Background: an optimization exercise with open tools, aiming at small area and a short achievable clock period. Do not read the settings as production practice.
In this exercise RTL edits were held to simulation tests only and were not proved equivalent to the original.

==> inputs of garnet <==
Design dct_1d, start of the top module:
module dct_1d (
  input  logic                  aclk,
  input  logic                  rst_n,
  input  logic                  in_valid,
  input  dct_pkg::sample_vec_t  in_block,
  output logic                  out_valid,
  output dct_pkg::lane_vec_t    out_block
);
clock: 9.0 ns
lec_check: 0
cap_margin: 20
core_margin: 2
core_utilization: 40
slew_margin: 20
synth_hierarchical: 1
synth_minimum_keep_size: 0
standard.sh (not shown) runs the stock make flow with config.mk's settings and CLKGATE_MAP_FILE= SYNTH_SCRIPT=/design/flow/synth_recipe.tcl, a recipe that flattens the netlist after the stock synthesis.
==> flow/flow/run.sh <==
#!/bin/bash
set -euo pipefail
export BUFFER_PORTS_ARGS="-buffer_cell sky130_fd_sc_hd__buf_2"
export SETUP_SLACK_MARGIN=6
bash standard.sh > standard.log 2>&1
==> quartz (differences from garnet) <==
- CORE_UTILIZATION: 40 -> 55
==> notes <==
- Against quartz, the cell count of garnet is larger by 8.9%.
- In garnet the clock-buffer cell count is higher than in quartz, by 18.
- First-iteration DRC count: quartz is lower than garnet (about 5%).
- quartz produced a clean layout. garnet completed without violations.
- Of quartz and garnet, quartz has the higher critical path depth (gap 7).
- In quartz the non-clock buffer count is lower than in garnet, by 12.
- Against garnet, the utilization of quartz is higher by 17 points.
- Sequential cell count is the same in quartz and garnet.

* * *

==> job 9864 <==
Another version of the RTL of dct_1d (not shown whole).
Settings: LEC_CHECK=0, CAP_MARGIN=20, CORE_MARGIN=2, CORE_UTILIZATION=40, SETUP_SLACK_MARGIN=5, SLEW_MARGIN=20, SYNTH_HIERARCHICAL=1, SYNTH_MINIMUM_KEEP_SIZE=0; clock period 9.0 ns.
run.sh (not shown) runs the stock make flow with config.mk's settings and CLKGATE_MAP_FILE= SYNTH_SCRIPT=/design/flow/synth_recipe.tcl, a recipe that flattens the netlist after the stock synthesis.
Stock flow here: none of the scripts above is used.
==> inputs of job 1020, as changes to job 9864 <==
Settings changed: SETUP_SLACK_MARGIN 5 to not set.
==> comparison <==
- Job 1020 completed without violations. Job 9864 finished with timing, DRC and antenna clean.
- Against job 9864, the final area of job 1020 is smaller by 11%.
- In job 9864 the first-iteration DRC count is smaller than in job 1020, by 19%.
- Against job 1020, the via count of job 9864 is higher by 5.8%.
- Cell count: job 9864 is higher than job 1020 (5.0%).
- Global-route usage: job 9864 is higher than job 1020 (1.7 points).

* * *

==> inputs of exp/zinc <==
Another version of the RTL of dct_1d (not shown whole).
==> flow/config.mk <==
export PLATFORM = sky130hd
export DESIGN_NAME = dct_1d
export DESIGN_NICKNAME = dct_1d
export VERILOG_FILES = /design/flow/design.v
export SDC_FILE = /design/flow/constraint.sdc
export NUM_CORES = 4
export LEC_CHECK = 0
export CAP_MARGIN = 20
export CORE_MARGIN = 2
export CORE_UTILIZATION = 40
export SLEW_MARGIN = 20
export SYNTH_HIERARCHICAL = 1
export SYNTH_MINIMUM_KEEP_SIZE = 0
==> flow/constraint.sdc <==
create_clock -name core_clock -period 9.0 [get_ports {aclk}]
set_input_delay 1.8000 -clock core_clock [delete_from_list [all_inputs] [get_ports {aclk}]]
set_output_delay 1.8000 -clock core_clock [all_outputs]
set_load 0.01 [all_outputs]
standard.sh (not shown) runs the stock make flow with config.mk's settings and CLKGATE_MAP_FILE= SYNTH_SCRIPT=/design/flow/synth_recipe.tcl, a recipe that flattens the netlist after the stock synthesis.
==> flow/flow/run.sh <==
#!/bin/bash
set -euo pipefail
export BUFFER_PORTS_ARGS="-buffer_cell sky130_fd_sc_hd__buf_2"
export SETUP_SLACK_MARGIN=7
bash standard.sh > standard.log 2>&1
==> inputs of exp/tundra, as changes to exp/zinc <==
==> flow/flow/run.sh (replaced) <==
#!/bin/bash
set -euo pipefail
export BUFFER_PORTS_ARGS="-buffer_cell sky130_fd_sc_hd__buf_1"
bash standard.sh > standard.log 2>&1
--- a/flow/config.mk
+++ b/flow/config.mk
@@ -8,6 +8,7 @@
 export CAP_MARGIN = 20
 export CORE_MARGIN = 2
 export CORE_UTILIZATION = 40
+export SETUP_SLACK_MARGIN = 5
 export SLEW_MARGIN = 20
 export SYNTH_HIERARCHICAL = 1
 export SYNTH_MINIMUM_KEEP_SIZE = 0
==> qor summary <==
metric                                                                          exp/zinc               exp/tundra
Crit path capture type                                                       output port                     flop
Number of antenna repair diodes                                                        6                        7
Post-CTS Setup Repair Bufs                                                           451                        0
Share of the final layout cell area in sequential cells                            26.3%                    30.7%
Worst path required time                                                         7200 ps                  9710 ps
Fin Hold WS                                                                       317 ps                   303 ps
Worst reg2reg startpoint                                              d5_n_r1[9]$_DFF_P_         d5_r1[6]$_DFF_P_
Count of filler cells inserted in the layout                                       13600                    15500
Multi-input combinational area share                                               53.4%                    55.3%
Number of detailed-routing iterations run before antenna repair                        5                        8
Met3 routed WL                                                                   6.40 mm                  5.31 mm
Result of the run                                                complete, no violations  complete, no violations
Worst hold path startpoint                                              d1_r2[9]$_DFF_P_         d2_r1[0]$_DFF_P_
Share of layout cells above drive strength 1                                       51.6%                    12.8%
Non-clock buffer instance count of the final layout                                 1019                      323
Wire per inst                                                                    19.6 um                  18.9 um
Crit path depth                                                                        1                        9
Final net count                                                                     8249                     7554

* * *

==> build 84 <==
dct_1d with an RTL version that a note above also has.
export LEC_CHECK = 0
export CAP_MARGIN = 20
export CORE_MARGIN = 2
export CORE_UTILIZATION = 40
export SLEW_MARGIN = 20
export SYNTH_HIERARCHICAL = 1
export SYNTH_MINIMUM_KEEP_SIZE = 0
create_clock -name core_clock -period 9.0 [get_ports {aclk}]
==> flow/flow/run.sh <==
#!/bin/bash
set -euo pipefail
export BUFFER_PORTS_ARGS="-buffer_cell sky130_fd_sc_hd__buf_1"
export SETUP_SLACK_MARGIN=6
bash standard.sh > standard.log 2>&1
==> trial 43: changes against build 84 <==
==> flow/flow/run.sh (replaced) <==
#!/bin/bash
set -euo pipefail
export BUFFER_PORTS_ARGS="-buffer_cell sky130_fd_sc_hd__buf_2"
export SETUP_SLACK_MARGIN=6.15
bash standard.sh > standard.log 2>&1
==> build 80: changes against build 84 <==
==> flow/flow/run.sh (replaced) <==
#!/bin/bash
set -euo pipefail
export BUFFER_PORTS_ARGS="-buffer_cell sky130_fd_sc_hd__buf_2"
export SETUP_SLACK_MARGIN=6
bash standard.sh > standard.log 2>&1
--- a/flow/config.mk
+++ b/flow/config.mk
@@ -9,4 +9,6 @@
 export CORE_MARGIN = 2
 export CORE_UTILIZATION = 40
+export CTS_CLUSTER_DIAMETER = 60
+export CTS_CLUSTER_SIZE = 25
 export SLEW_MARGIN = 20
 export SYNTH_HIERARCHICAL = 1
==> comparison table <==
metric	trial 43	build 80	build 84
CP most frequent cell	-	fa_2	fa_1
Post-route met1 wirelength	68800 um	64000 um	64900 um
WL met2	76700 um	75600 um	76800 um
Post-DP HPWL	125000 um	122000 um	122000 um
Slowest cell delay on critical path	0.41 ns	0.58 ns	0.51 ns
Reg2Reg Capture Point	y5h_ci_r1$_DFF_P_	y6h_b_r1[3]$_DFF_P_	y7h_a_r1[8]$_DFF_P_
Status	complete, no violations	complete, no violations	complete, no violations
Met2 usage in global routing	33.2%	32.9%	33.2%
Minimum hold slack	0.299 ns	0.318 ns	0.298 ns
GR Util met1	25.8%	23.9%	24.5%
Cell total after placement	7901	7902	7903
Final design utilization	48.5%	47.1%	47.7%
Seq. cell area	21300 sq um	21200 sq um	21200 sq um
Drt via density	4.74	4.73	4.71

* * *

==> v23: inputs <==
dct_1d, a different RTL version from the one above (not shown whole).
==> flow/config.mk <==
export PLATFORM = sky130hd
export DESIGN_NAME = dct_1d
export DESIGN_NICKNAME = dct_1d
export VERILOG_FILES = /design/flow/design.v
export SDC_FILE = /design/flow/constraint.sdc
export NUM_CORES = 4
export LEC_CHECK = 0
export CAP_MARGIN = 20
export CORE_MARGIN = 2
export CORE_UTILIZATION = 40
export SLEW_MARGIN = 20
export SYNTH_HIERARCHICAL = 1
export SYNTH_MINIMUM_KEEP_SIZE = 0
==> flow/constraint.sdc <==
create_clock -name core_clock -period 9.0 [get_ports {aclk}]
set_input_delay 1.8000 -clock core_clock [delete_from_list [all_inputs] [get_ports {aclk}]]
set_output_delay 1.8000 -clock core_clock [all_outputs]
set_load 0.01 [all_outputs]
==> flow/flow/run.sh <==
#!/bin/bash
set -euo pipefail
export BUFFER_PORTS_ARGS="-buffer_cell sky130_fd_sc_hd__buf_2"
export SETUP_SLACK_MARGIN=6
bash standard.sh > standard.log 2>&1
==> v38: changes against v23 <==
==> flow/run.sh (new file) <==
#!/bin/bash
# synth_recipe.tcl (not shown) runs the flow's synth.tcl, then flattens the netlist and writes it again
# the make line also repeats each setting of config.mk as NAME=value (left out here)
make -C /OpenROAD-flow-scripts/flow DESIGN_CONFIG=/design/flow/config.mk WORK_HOME=/design/flow/orfs CLKGATE_MAP_FILE= SYNTH_SCRIPT=/design/flow/synth_recipe.tcl finish
Settings changed: CORE_UTILIZATION 40 to 60, PLACE_DENSITY set to 0.75, SETUP_SLACK_MARGIN set to 5.
removed: flow/flow/run.sh
removed: flow/standard.sh
==> results.txt <==
                                                                                 v23               v38
Outcome                                                               finished clean    finished clean
Post-placement cell count                                                       7988              7246
Drt initial violations                                                          1748              2210
Finished layout cell area                                                0.0770 mm^2       0.0743 mm^2
First-pass GRT wire length                                                    243 mm            235 mm
Met1 track demand over resource                                                23.8%             34.5%
Number of antenna violations at the first check in global routing                 20                18
Worst setup path start                                             y4_r1[17]$_DFF_P_  d6_r1[2]$_DFF_P_
Routed wire length on met2                                                   76.7 mm           73.0 mm
Register area                                                            0.0216 mm^2       0.0212 mm^2
Tcrit/Tclk final                                                               34.0%             41.0%
Highest Clock Rate                                                           327 MHz           271 MHz

[what the ideal ports hide]
How much do the figures lean on ideal ports? The routed layouts below were timed once more, with nothing changed but the port constraints.
Step 1 (the two cells are an assumption about what drives the block):
set clk [get_ports {aclk}]
set_driving_cell -lib_cell sky130_fd_sc_hd__clkbuf_16 $clk
set_driving_cell -lib_cell sky130_fd_sc_hd__buf_2 [delete_from_list [all_inputs] $clk]
Step 2 adds t to the input delays and takes it off the output delays; t is the mean of the earliest and latest rising clock arrival at the registers after step 1. Input paths then give back, and output paths get back, about the clock's delay inside the block.
Three values: ideal, step 1, step 2; two values: the first two.
| run | t (ns) | slack for setup (ns) | worst setup path at the end | worst slew at a driven data input, ns |
|---|---|---|---|---|
| garnet | 0.796 | 5.955 / 5.880 / 5.310 | input to register | 0.32 |
| quartz | 0.790 | 5.884 / 5.852 / 5.384 | input to register | 0.17 |
| job 9864 | 0.750 | 3.958 / 3.958 / 3.958 | register to register | 0.27 |
| job 1020 | 0.742 | 2.833 / 2.833 / 2.833 | register to register | 0.19 |
| exp/zinc | 0.860 | 5.888 / 5.799 / 5.556 | input to register | 0.25 |
| exp/tundra | 0.863 | 5.525 / 5.525 / 4.996 | input to register | 0.34 |
| build 84 | 0.797 | 5.939 / 5.868 / 5.309 | input to register | 0.32 |
| trial 43 | 0.830 | 5.893 / 5.814 / 5.356 | input to register | 0.16 |
| build 80 | 0.796 | 5.947 / 5.874 / 5.303 | input to register | 0.30 |
| v23 | 0.802 | 5.939 / 5.859 / 5.362 | input to register | 0.23 |
| v38 | 0.776 | 5.309 / 5.309 / 4.590 | input to register | 0.18 |
After both steps setup and hold are still met in every run listed. For v38, which loses most, drivers alone change the setup slack by 0.000 ns; drivers and shift together by -0.719 ns.
